Source: an optimization exercise on an open RTL-to-GDS flow (aim: small area, a short achievable clock period and few clock cycles per item). Production flows keep margins and buffers that such runs may drop. Only simulation tests tie the RTL to the original design; equivalence was not proved. Power is estimated from default activity; no workload was simulated.

==> flow/design.v <==
package egbr_pkg;
    localparam int BUFFER_WORDS_DEF     = 3;
    localparam int MAX_PREFIX_ZEROS_DEF = 15;
    localparam int QUEUE_DEPTH          = 2;
    localparam int QPTR_W               = $clog2(QUEUE_DEPTH);
    localparam int QCNT_W               = $clog2(QUEUE_DEPTH + 1);
    localparam int MAX_COUNT            = 32;
    localparam logic [2:0] KIND_LOAD = 3'd0;
    localparam logic [2:0] KIND_GET  = 3'd1;
    localparam logic [2:0] KIND_SHOW = 3'd2;
    localparam logic [2:0] KIND_UE   = 3'd3;
    localparam logic [2:0] KIND_SE   = 3'd4;
    localparam logic [1:0] ST_OK    = 2'd0;
    localparam logic [1:0] ST_UNDER = 2'd1;
    localparam logic [1:0] ST_LONG  = 2'd2;
    localparam logic [1:0] ST_FULL  = 2'd3;
    typedef enum logic [2:0] {
        OP_NONE,
        OP_LOAD,
        OP_GET,
        OP_SHOW,
        OP_UE,
        OP_SE
    } t_op;
    typedef struct packed {
        logic [2:0]  kind;
        logic [31:0] stream_word;
        logic [5:0]  bit_count;
    } t_in_word;
    typedef struct packed {
        logic signed [32:0] value;
        logic [1:0]         status;
        logic [6:0]         bits_available;
    } t_out_word;
    typedef struct packed {
        t_op         op;
        logic [31:0] stream_word;
        logic [5:0]  count;
    } t_op_word;
    localparam int OP_WORD_W = 3 + 32 + 6;
    typedef struct packed {
        logic     valid;
        t_op_word entry;
    } t_q_head;
endpackage
module exp_golomb_bit_reader_top
#(
    parameter int BUFFER_WORDS     = egbr_pkg::BUFFER_WORDS_DEF,
    parameter int MAX_PREFIX_ZEROS = egbr_pkg::MAX_PREFIX_ZEROS_DEF
) (
    input  logic      i_clk,
    input  logic      i_rst_n,
    input  logic        i_in_valid,
    input  logic [40:0] i_in_word,     
    output logic        o_in_stall,
    output logic        o_out_valid,
    output logic [41:0] o_out_word,    
    input  logic        i_out_stall
);
    localparam logic [1:0] M_ZERO = 2'd0;
    localparam logic [1:0] M_RAW  = 2'd1;
    localparam logic [1:0] M_UE   = 2'd2;
    localparam logic [1:0] M_SE   = 2'd3;
    logic [31:0] r_w0, r_w1, r_w2;
    logic [2:0]  r_rsel;         
    logic [4:0]  r_ofs;          
    logic [1:0]  r_nw;           
    logic        r_mid_valid;
    logic [31:0] r_part;         
    logic [2:0]  r_rsh;          
    logic [1:0]  r_mode;
    logic [1:0]  r_status;
    logic        r_out_valid;
    logic [41:0] r_out;
    logic [2:0]  kind;
    logic [31:0] data;
    logic [5:0]  count;
    assign kind  = i_in_word[40:38];
    assign data  = i_in_word[37:6];
    assign count = i_in_word[5] ? 6'd32 : i_in_word[5:0];
    logic is_load, is_get, is_rd, is_ue, is_exp;
    assign is_load = (kind == egbr_pkg::KIND_LOAD);
    assign is_get  = (kind == egbr_pkg::KIND_GET);
    assign is_rd   = (kind == egbr_pkg::KIND_GET) || (kind == egbr_pkg::KIND_SHOW);
    assign is_ue   = (kind == egbr_pkg::KIND_UE);
    assign is_exp  = (kind == egbr_pkg::KIND_UE) || (kind == egbr_pkg::KIND_SE);
    logic stall, take;
    assign stall      = r_mid_valid && r_out_valid && i_out_stall;
    assign take       = i_in_valid && !stall;
    assign o_in_stall = stall;
    logic [31:0] first, second;
    assign first  = ({32{r_rsel[0]}} & r_w0) | ({32{r_rsel[1]}} & r_w1) | ({32{r_rsel[2]}} & r_w2);
    assign second = ({32{r_rsel[0]}} & r_w1) | ({32{r_rsel[1]}} & r_w2) | ({32{r_rsel[2]}} & r_w0);
    logic [62:0] a0;
    logic [46:0] a1;
    logic [38:0] a2;
    logic [34:0] a3;
    logic [32:0] a4;
    logic [31:0] top32;
    assign a0    = {first, second[31:1]};
    assign a1    = r_ofs[4] ? a0[46:0] : a0[62:16];
    assign a2    = r_ofs[3] ? a1[38:0] : a1[46:8];
    assign a3    = r_ofs[2] ? a2[34:0] : a2[38:4];
    assign a4    = r_ofs[1] ? a3[32:0] : a3[34:2];
    assign top32 = r_ofs[0] ? a4[31:0] : a4[32:1];
    logic [15:0] top16;
    assign top16 = top32[31:16];
    logic [15:0] first_one;
    logic        long_code;
    always_comb begin
        for (int k = 0; k < 16; k++)
            first_one[k] = top16[15-k] && ((top16 & ~(16'hFFFF >> k)) == 16'd0);
    end
    assign long_code = (top16 == 16'd0);
    logic [6:0] exp_pick;
    always_comb begin
        logic [5:0] s;
        logic       ok;
        exp_pick = '0;
        for (int k = 0; k < 16; k++) begin
            s  = {1'b0, r_ofs} + 6'(2*k + 1);
            ok = (r_nw != 2'd0) && !(r_nw == 2'd1 && s[5] && (s[4:0] != 5'd0));
            exp_pick = exp_pick | ({7{first_one[k]}} & {ok, ok && s[5], s[4:0]});
        end
    end
    logic       exp_ok, exp_wrap;
    logic [4:0] exp_ofs;
    assign {exp_ok, exp_wrap, exp_ofs} = exp_pick;
    logic [4:0] zeros;
    always_comb begin
        zeros = 5'd16;
        for (int i = 0; i < 16; i++) begin
            if (top16[i]) zeros = 5'(15 - i);
        end
    end
    logic [5:0] sum_rd;
    logic       rd_wrap, rd_over;
    assign sum_rd  = {1'b0, r_ofs} + count;
    assign rd_wrap = sum_rd[5];
    assign rd_over = sum_rd[5] && (sum_rd[4:0] != 5'd0);
    logic held16;
    assign held16 = r_nw[1] || (r_nw[0] && (r_ofs <= 5'd16));
    logic rd_ok;
    assign rd_ok = !((r_nw == 2'd0 && count != 6'd0) || (r_nw == 2'd1 && rd_over));
    logic [1:0] status;
    logic [1:0] mode;
    logic       load_ok;
    logic       wrap;
    logic       consume;
    always_comb begin
        status  = egbr_pkg::ST_OK;
        mode    = M_ZERO;
        load_ok = 1'b0;
        if (is_load) begin
            if (r_nw == 2'd3) status = egbr_pkg::ST_FULL;
            else              load_ok = 1'b1;
        end else if (is_rd) begin
            if (!rd_ok) status = egbr_pkg::ST_UNDER;
            else        mode   = (count == 6'd0) ? M_ZERO : M_RAW;
        end else if (is_exp) begin
            if (long_code)    status = held16 ? egbr_pkg::ST_LONG : egbr_pkg::ST_UNDER;
            else if (!exp_ok) status = egbr_pkg::ST_UNDER;
            else              mode   = is_ue ? M_UE : M_SE;
        end
    end
    assign consume = is_exp ? exp_ok : (is_get && rd_ok);
    assign wrap    = is_exp ? exp_wrap : (is_get && rd_ok && rd_wrap);
    logic [4:0] ofs_next;
    assign ofs_next = is_exp ? exp_ofs : sum_rd[4:0];
    logic [4:0]  rsh;
    logic [31:0] p1, part;
    assign rsh  = is_exp ? {~zeros[3:0], 1'b1} : 5'(6'd32 - count);
    assign p1   = rsh[4] ? {16'b0, top32[31:16]} : top32;
    assign part = rsh[3] ? {8'b0, p1[31:8]} : p1;
    logic [2:0] wsel;
    always_comb begin
        unique case (r_nw)
            2'd0:    wsel = r_rsel;
            2'd1:    wsel = {r_rsel[1:0], r_rsel[2]};
            default: wsel = {r_rsel[0], r_rsel[2:1]};
        endcase
    end
    always_ff @(posedge i_clk) begin
        if (!i_rst_n) begin
            r_rsel <= 3'b001;
            r_ofs  <= '0;
            r_nw   <= '0;
        end else if (take) begin
            if (consume) r_ofs <= ofs_next;
            if (wrap) r_rsel <= {r_rsel[1:0], r_rsel[2]};
            if (load_ok)    r_nw <= r_nw + 2'd1;
            else if (wrap)  r_nw <= r_nw - 2'd1;
        end
    end
    always_ff @(posedge i_clk) begin
        if (take && load_ok && wsel[0]) r_w0 <= data;
    end
    always_ff @(posedge i_clk) begin
        if (take && load_ok && wsel[1]) r_w1 <= data;
    end
    always_ff @(posedge i_clk) begin
        if (take && load_ok && wsel[2]) r_w2 <= data;
    end
    always_ff @(posedge i_clk) begin
        if (!i_rst_n)    r_mid_valid <= 1'b0;
        else if (!stall) r_mid_valid <= i_in_valid;
    end
    always_ff @(posedge i_clk) begin
        if (take) begin
            r_part   <= part;
            r_rsh    <= rsh[2:0];
            r_mode   <= mode;
            r_status <= status;
        end
    end
    logic [31:0] q1, q2, code;
    assign q1   = r_rsh[2] ? {4'b0, r_part[31:4]} : r_part;
    assign q2   = r_rsh[1] ? {2'b0, q1[31:2]} : q1;
    assign code = r_rsh[0] ? {1'b0, q2[31:1]} : q2;
    logic [15:0] any_below;      
    always_comb begin
        for (int i = 0; i < 16; i++) any_below[i] = |(code[15:0] & 16'((32'd1 << i) - 32'd1));
    end
    logic [32:0] value;
    always_comb begin
        unique case (r_mode)
            M_ZERO:  value = '0;
            M_RAW:   value = {1'b0, code};
            M_UE:    value = {17'b0, code[15:0] ^ ~any_below};
            default: begin
                for (int i = 0; i < 15; i++)
                    value[i] = code[i+1] ^ (code[0] && ((code[15:0] & 16'((32'd2 << i) - 32'd2)) != '0));
                value[32:15] = {18{code[0] && (code[15:1] != 15'd0)}};
            end
        endcase
    end
    logic adv;
    assign adv = !(r_out_valid && i_out_stall);
    always_ff @(posedge i_clk) begin
        if (!i_rst_n)  r_out_valid <= 1'b0;
        else if (adv)  r_out_valid <= r_mid_valid;
    end
    always_ff @(posedge i_clk) begin
        if (adv && r_mid_valid) r_out <= {value, r_status, 7'({r_nw, 5'b0}) - 7'(r_ofs)};
    end
    assign o_out_valid = r_out_valid;
    assign o_out_word  = r_out;
endmodule
Settings: LEC_CHECK=0, ABC_AREA=1, CAP_MARGIN=20, CORE_MARGIN=2, CORE_UTILIZATION=45, CTS_BUF_LIST=sky130_fd_sc_hd__clkbuf_8, PLACE_DENSITY=0.65, SETUP_SLACK_MARGIN=1.5, SLEW_MARGIN=20; clock period 5.0 ns.
standard.sh (not shown) runs the stock make flow with config.mk's settings and CLKGATE_MAP_FILE= SYNTH_SCRIPT=/design/flow/synth_recipe.tcl, a recipe that flattens the netlist after the stock synthesis.
==> flow/flow/run.sh <==
#!/bin/bash
set -euo pipefail
export BUFFER_PORTS_ARGS="-buffer_cell sky130_fd_sc_hd__buf_2"
bash standard.sh > flow_make.log 2>&1
Testbench counts at the start, summed over its fixed seeds: cycles 12,016, items 12,000.
==> next run, changes <==
--- a/flow/design.v
+++ b/flow/design.v
@@ -116,15 +116,13 @@
     always_comb begin
         logic [5:0] s;
-        logic       ok;
         exp_pick = '0;
         for (int k = 0; k < 16; k++) begin
-            s  = {1'b0, r_ofs} + 6'(2*k + 1);
-            ok = (r_nw != 2'd0) && !(r_nw == 2'd1 && s[5] && (s[4:0] != 5'd0));
-            exp_pick = exp_pick | ({7{first_one[k]}} & {ok, ok && s[5], s[4:0]});
-        end
-    end
-    logic       exp_ok, exp_wrap;
+            s = {1'b0, r_ofs} + 6'(2*k + 1);
+            exp_pick = exp_pick | ({7{first_one[k]}} & {s[5] && (s[4:0] != 5'd0), s[5], s[4:0]});
+        end
+    end
+    logic       exp_over, exp_wrap;
     logic [4:0] exp_ofs;
-    assign {exp_ok, exp_wrap, exp_ofs} = exp_pick;
+    assign {exp_over, exp_wrap, exp_ofs} = exp_pick;
     logic [4:0] zeros;
     always_comb begin
@@ -141,29 +139,38 @@
     logic held16;
     assign held16 = r_nw[1] || (r_nw[0] && (r_ofs <= 5'd16));
-    logic rd_ok;
-    assign rd_ok = !((r_nw == 2'd0 && count != 6'd0) || (r_nw == 2'd1 && rd_over));
     logic [1:0] status;
     logic [1:0] mode;
+    logic       consume;
+    logic       wrap;
     logic       load_ok;
-    logic       wrap;
-    logic       consume;
     always_comb begin
         status  = egbr_pkg::ST_OK;
         mode    = M_ZERO;
+        consume = 1'b0;
         load_ok = 1'b0;
+        wrap    = 1'b0;
         if (is_load) begin
             if (r_nw == 2'd3) status = egbr_pkg::ST_FULL;
             else              load_ok = 1'b1;
         end else if (is_rd) begin
-            if (!rd_ok) status = egbr_pkg::ST_UNDER;
-            else        mode   = (count == 6'd0) ? M_ZERO : M_RAW;
+            if ((r_nw == 2'd0 && count != 6'd0) || (r_nw == 2'd1 && rd_over)) begin
+                status = egbr_pkg::ST_UNDER;
+            end else begin
+                mode    = (count == 6'd0) ? M_ZERO : M_RAW;
+                consume = is_get;
+                wrap    = rd_wrap;
+            end
         end else if (is_exp) begin
-            if (long_code)    status = held16 ? egbr_pkg::ST_LONG : egbr_pkg::ST_UNDER;
-            else if (!exp_ok) status = egbr_pkg::ST_UNDER;
-            else              mode   = is_ue ? M_UE : M_SE;
-        end
-    end
-    assign consume = is_exp ? exp_ok : (is_get && rd_ok);
-    assign wrap    = is_exp ? exp_wrap : (is_get && rd_ok && rd_wrap);
+            if (long_code) begin
+                status = held16 ? egbr_pkg::ST_LONG : egbr_pkg::ST_UNDER;
+            end else if (r_nw == 2'd0 || (r_nw == 2'd1 && exp_over)) begin
+                status = egbr_pkg::ST_UNDER;
+            end else begin
+                mode    = is_ue ? M_UE : M_SE;
+                consume = 1'b1;
+                wrap    = exp_wrap;
+            end
+        end
+    end
     logic [4:0] ofs_next;
     assign ofs_next = is_exp ? exp_ofs : sum_rd[4:0];
@@ -188,7 +195,7 @@
         end else if (take) begin
             if (consume) r_ofs <= ofs_next;
-            if (wrap) r_rsel <= {r_rsel[1:0], r_rsel[2]};
-            if (load_ok)    r_nw <= r_nw + 2'd1;
-            else if (wrap)  r_nw <= r_nw - 2'd1;
+            if (consume && wrap) r_rsel <= {r_rsel[1:0], r_rsel[2]};
+            if (load_ok)               r_nw <= r_nw + 2'd1;
+            else if (consume && wrap)  r_nw <= r_nw - 2'd1;
         end
     end
Worst setup slack gets better by 62 ps.
Synthesized cell count is lower slightly.
Wire length is lower by a few percent.
Non-clock buffer count is higher by 30.
Final area is higher by a few percent.
Worst hold slack gets worse by 8.5 ps.
Sequential share of layout area is lower by 0.90 points.
Die area is lower slightly.
Via count is lower slightly.
Total power stays flat.
Critical path depth is higher by 2.
Global-route usage is lower by 0.68 points.
Clock-buffer cell count is higher by 1.
Testbench counts after the change, summed over its fixed seeds: cycles 12,016, items 12,000.

## what the ideal ports hide
No port has a modelled driver above. Below, the same layouts with a new extraction and two added sets of constraints. Step 1: set_driving_cell puts a clkbuf_16 on i_clk and a buf_2 on each other input, an assumption about the parent block. Step 2 times the ports against the registers' clock, not the clock port: input delays grow and output delays shrink by t, the midpoint of the rising clock arrivals with the driver on. Three values: no drivers, after step 1, after step 2; two values: the first two.
run	t, ns	setup WS [ns]	latest minus earliest clock arrival (ns)	worst register clock-pin slew, ns	worst data-port slew with drivers (ns)
the first run	0.548	1.622 / 1.622 / 1.247	0.017 / 0.017	0.11 / 0.11	0.06
the second run	0.562	1.684 / 1.684 / 1.286	0.023 / 0.023	0.12 / 0.12	0.04
After both steps setup and hold are still met in every run listed. For the second run, which loses most, drivers alone change the setup slack by 0.000 ns; drivers and shift together by -0.398 ns.
